What follows belongs to an exercise in optimizing a design on an open flow for small area, a short achievable clock period and few clock cycles per item; a production flow would make more cautious choices.
At most, simulation tests tie the RTL to the original design; equivalence was not proved.
Power figures rest on the tool's default switching activity, not on a simulated workload.

== the previous run ==
## double_talk_detector_unit
module double_talk_detector_unit (
   input  wire logic         clock,
   input  wire logic         reset,
   input  wire logic         req_valid,
   output logic              req_ready,
   input  wire logic [15:0]  req_far_sample,
   input  wire logic [15:0]  req_mic_sample,
   input  wire logic         req_frame_end,
   output logic              rsp_valid,
   input  wire logic         rsp_ready,
   output logic [1:0]        rsp_talk_state,
   output logic              rsp_adapt_hold,
   input  wire logic         csr_write_enable,
   input  wire logic [1:0]   csr_index,
   input  wire logic [23:0]  csr_write_data
);
Size: roughly 3,600 cells after synthesis, ~69 I/O pins.
export LEC_CHECK = 0
export ABC_CLOCK_PERIOD_IN_PS = 3500
export CAP_MARGIN = 20
export CORE_MARGIN = 2
export CORE_UTILIZATION = 40
export PLACE_DENSITY = 0.6
export SLEW_MARGIN = 20
export SYNTH_HIERARCHICAL = 1
create_clock -name core_clock -period 10.0 [get_ports {clock}]
standard.sh (not shown) runs the stock make flow with config.mk's settings and CLKGATE_MAP_FILE= SYNTH_SCRIPT=/design/flow/synth_recipe.tcl, a recipe that flattens the netlist after the stock synthesis.
==> flow/flow/run.sh <==
#!/bin/bash
# The standard layout, with timing repair aiming below the clock period:
# repair_timing works to a setup slack of MARGIN ns at the design's clock.
set -euo pipefail
MARGIN=${MARGIN:-6.5}
bash standard.sh finish SETUP_SLACK_MARGIN=$MARGIN > flow.log 2>&1
Changes in the current run relative to the previous run:
--- a/flow/design.v
+++ b/flow/design.v
@@ -585,34 +585,48 @@
    assign r[31:30] = a[31:30] + 2'(cin[15]);
    assign r[33:32] = a[33:32] + 2'(cin[16]);
    assign r[35:34] = a[35:34] + 2'(cin[17]);
    assign r[37:36] = a[37:36] + 2'(cin[18]);
    assign r[39:38] = a[39:38] + 2'(cin[19]);
    assign r[40:40] = a[40:40] + 1'(cin[20]);
 endmodule
 `default_nettype wire
 `default_nettype none
 module dtd_div4 (
-   input  wire logic [11:0] rem,
+   input  wire logic [10:0] rem,
    input  wire logic [1:0]  nxt,
    input  wire logic [10:0] d,
-   output logic [11:0]      rem_o,
+   input  wire logic [12:0] d3,
+   output logic [10:0]      rem_o,
    output logic [1:0]       q_o
 );
-   logic [12:0] t1, t2, r1, r2;
-   assign t1     = {rem, nxt[1]};
-   assign r1     = rem[11] ? t1 + {2'b0, d} : t1 - {2'b0, d};
-   assign q_o[1] = !r1[12];
-   assign t2     = {r1[11:0], nxt[0]};
-   assign r2     = r1[12] ? t2 + {2'b0, d} : t2 - {2'b0, d};
-   assign q_o[0] = !r2[12];
-   assign rem_o  = r2[11:0];
+   logic [12:0] t;
+   logic [13:0] c1, c2, c3;
+   assign t  = {rem, nxt};
+   assign c1 = {1'b0, t} - {3'b0, d};
+   assign c2 = {1'b0, t} - {2'b0, d, 1'b0};
+   assign c3 = {1'b0, t} - {1'b0, d3};
+   always_comb begin
+      if (!c3[13]) begin
+         q_o   = 2'd3;
+         rem_o = c3[10:0];
+      end else if (!c2[13]) begin
+         q_o   = 2'd2;
+         rem_o = c2[10:0];
+      end else if (!c1[13]) begin
+         q_o   = 2'd1;
+         rem_o = c1[10:0];
+      end else begin
+         q_o   = 2'd0;
+         rem_o = t[10:0];
+      end
+   end
 endmodule
 `default_nettype wire
 `default_nettype none
 module double_talk_detector_unit (
    input  wire logic         clock,
    input  wire logic         reset,
    input  wire logic         req_valid,
    output logic              req_ready,
    input  wire logic [15:0]  req_far_sample,
    input  wire logic [15:0]  req_mic_sample,
@@ -642,21 +656,22 @@
    logic [14:0]   in_fy_ff, in_my_ff;
    logic          in_fs_ff, in_ms_ff;
    logic [9:0]    cnt_ff, dcnt_ff;
    logic          full_ff;
    logic          clr_ff;
    logic [40:0]   fsum_ff, msum_ff;
    logic [NB-1:0] fcb_ff, mcb_ff;
    logic [1:0]    a_st_ff;
    logic [3:0]    a_cnt_ff;
    logic [10:0]   div_ff;
-   logic [11:0]   frem_ff, mrem_ff;
+   logic [12:0]   div3_ff;
+   logic [10:0]   frem_ff, mrem_ff;
    logic [29:0]   fq_ff, mq_ff;
    logic [2:0]    b_ph_ff;
    logic [3:0]    b_j_ff;
    logic [32:0]   acc_ff;
    logic          hit_ff;
    logic [30:0]   flvl_ff, mlvl_ff;
    logic          out_valid_ff;
    logic [1:0]    talk_ff;
    always_ff @(posedge clock) begin
       if (reset) begin
@@ -723,54 +738,57 @@
          full_ff <= 1'b0;
          clr_ff  <= 1'b1;
       end else begin
          in_v_ff <= keep_in;
          full_ff <= full_in;
          clr_ff  <= full_in && (a_st_in == A_IDLE);
          cnt_ff  <= cnt_in;
       end
    end
    logic [1:0]  a_st_in;
-   logic [11:0] frem_o, mrem_o;
+   logic [10:0] frem_o, mrem_o;
    logic [1:0]  fq_o, mq_o;
    logic        b_fin;
    assign load = full_ff && (a_st_ff == A_IDLE);
    dtd_div4 u_fdiv (
       .rem   (frem_ff),
       .nxt   (fq_ff[29:28]),
       .d     (div_ff),
+      .d3    (div3_ff),
       .rem_o (frem_o),
       .q_o   (fq_o)
    );
    dtd_div4 u_mdiv (
       .rem   (mrem_ff),
       .nxt   (mq_ff[29:28]),
       .d     (div_ff),
+      .d3    (div3_ff),
       .rem_o (mrem_o),
       .q_o   (mq_o)
    );
    always_comb begin
       a_st_in = a_st_ff;
       case (a_st_ff)
          A_IDLE:  if (full_ff) a_st_in = A_DIV;
          A_DIV:   if (a_cnt_ff == 4'd14) a_st_in = A_DONE;
          A_DONE:  if (b_fin) a_st_in = A_IDLE;
          default: a_st_in = A_IDLE;
       endcase
    end
    always_ff @(posedge clock) begin
       if (load) begin
-         frem_ff  <= {1'b0, fres[40:30]};
+         frem_ff  <= fres[40:30];
          fq_ff    <= fres[29:0];
-         mrem_ff  <= {1'b0, mres[40:30]};
+         mrem_ff  <= mres[40:30];
          mq_ff    <= mres[29:0];
          div_ff   <= {1'b0, dcnt_ff} + 11'd2;
+         div3_ff  <= {3'b0, dcnt_ff} + {2'b0, dcnt_ff, 1'b0} + 13'd6;
          a_cnt_ff <= '0;
       end else if (a_st_ff == A_DIV) begin
          frem_ff  <= frem_o;
          fq_ff    <= {fq_ff[27:0], fq_o};
          mrem_ff  <= mrem_o;
          mq_ff    <= {mq_ff[27:0], mq_o};
          a_cnt_ff <= a_cnt_ff + 4'd1;
       end
       if (reset) begin
          a_st_ff <= A_IDLE;
## What came out
Against the previous run, the current run reports a routed wire length that is higher. Worst setup path endpoint: mrem_ff[10] -> the previous run, fsum_ff[19] -> the current run. Cmp the previous run and the current run / post-synthesis instance area / higher: the current run. Row fmax: the current run higher / the previous run lower. Switching power share of the total: the current run < the previous run. Relative to the previous run, detailed-routing wirelength on met1 has gone up in the current run. The detail-routed via count per cell of the current run and that of the previous run are within noise of each other. Compared the current run against the previous run; cell area after layout within noise. Relative to the previous run, peak per-stage delay on the critical path has gone up in the current run. Clock buffer count in the final layout was lower in the run labelled the current run. Compared with the previous run, in the current run final critical-path setup slack went up; simple-gate share of the synthesized area went down; sink count of the clock tree went up; area growth from synthesis to layout went down.
Testbench counts of the current run, summed over its fixed seeds: cycles 29,390, items 384.
No functional check of the RTL was part of the previous run.

## separate check: timing with driven ports
No port has a modelled driver above. Below, the same layouts with a new extraction and two added sets of constraints. Step 1, drivers: a clkbuf_16 drives clock and a buf_2 each remaining input, both assumed. Step 2 adds t to the input delays and takes it off the output delays; t is the mean of the earliest and latest rising clock arrival at the registers after step 1. Input paths then give back, and output paths get back, about the clock's delay inside the block. Slacks: ideal ports / drivers / drivers and shift; pairs: ideal ports / drivers.
run | shift t [ns] | slack for setup (ns) | hold WS [ns] | worst register clock-pin slew, ns | cell pins on the clock port's net
the previous run | 0.670 | 4.990 / 4.990 / 4.990 | 0.438 / 0.438 / 0.438 | 0.06 / 0.06 | 1
the current run | 0.684 | 6.510 / 6.510 / 5.979 | 0.446 / 0.446 / 0.446 | 0.07 / 0.07 | 1
After both steps setup and hold are still met in every run listed. The setup slack of the current run, which loses most, moves by 0.000 ns with the drivers and by -0.531 ns with both steps.
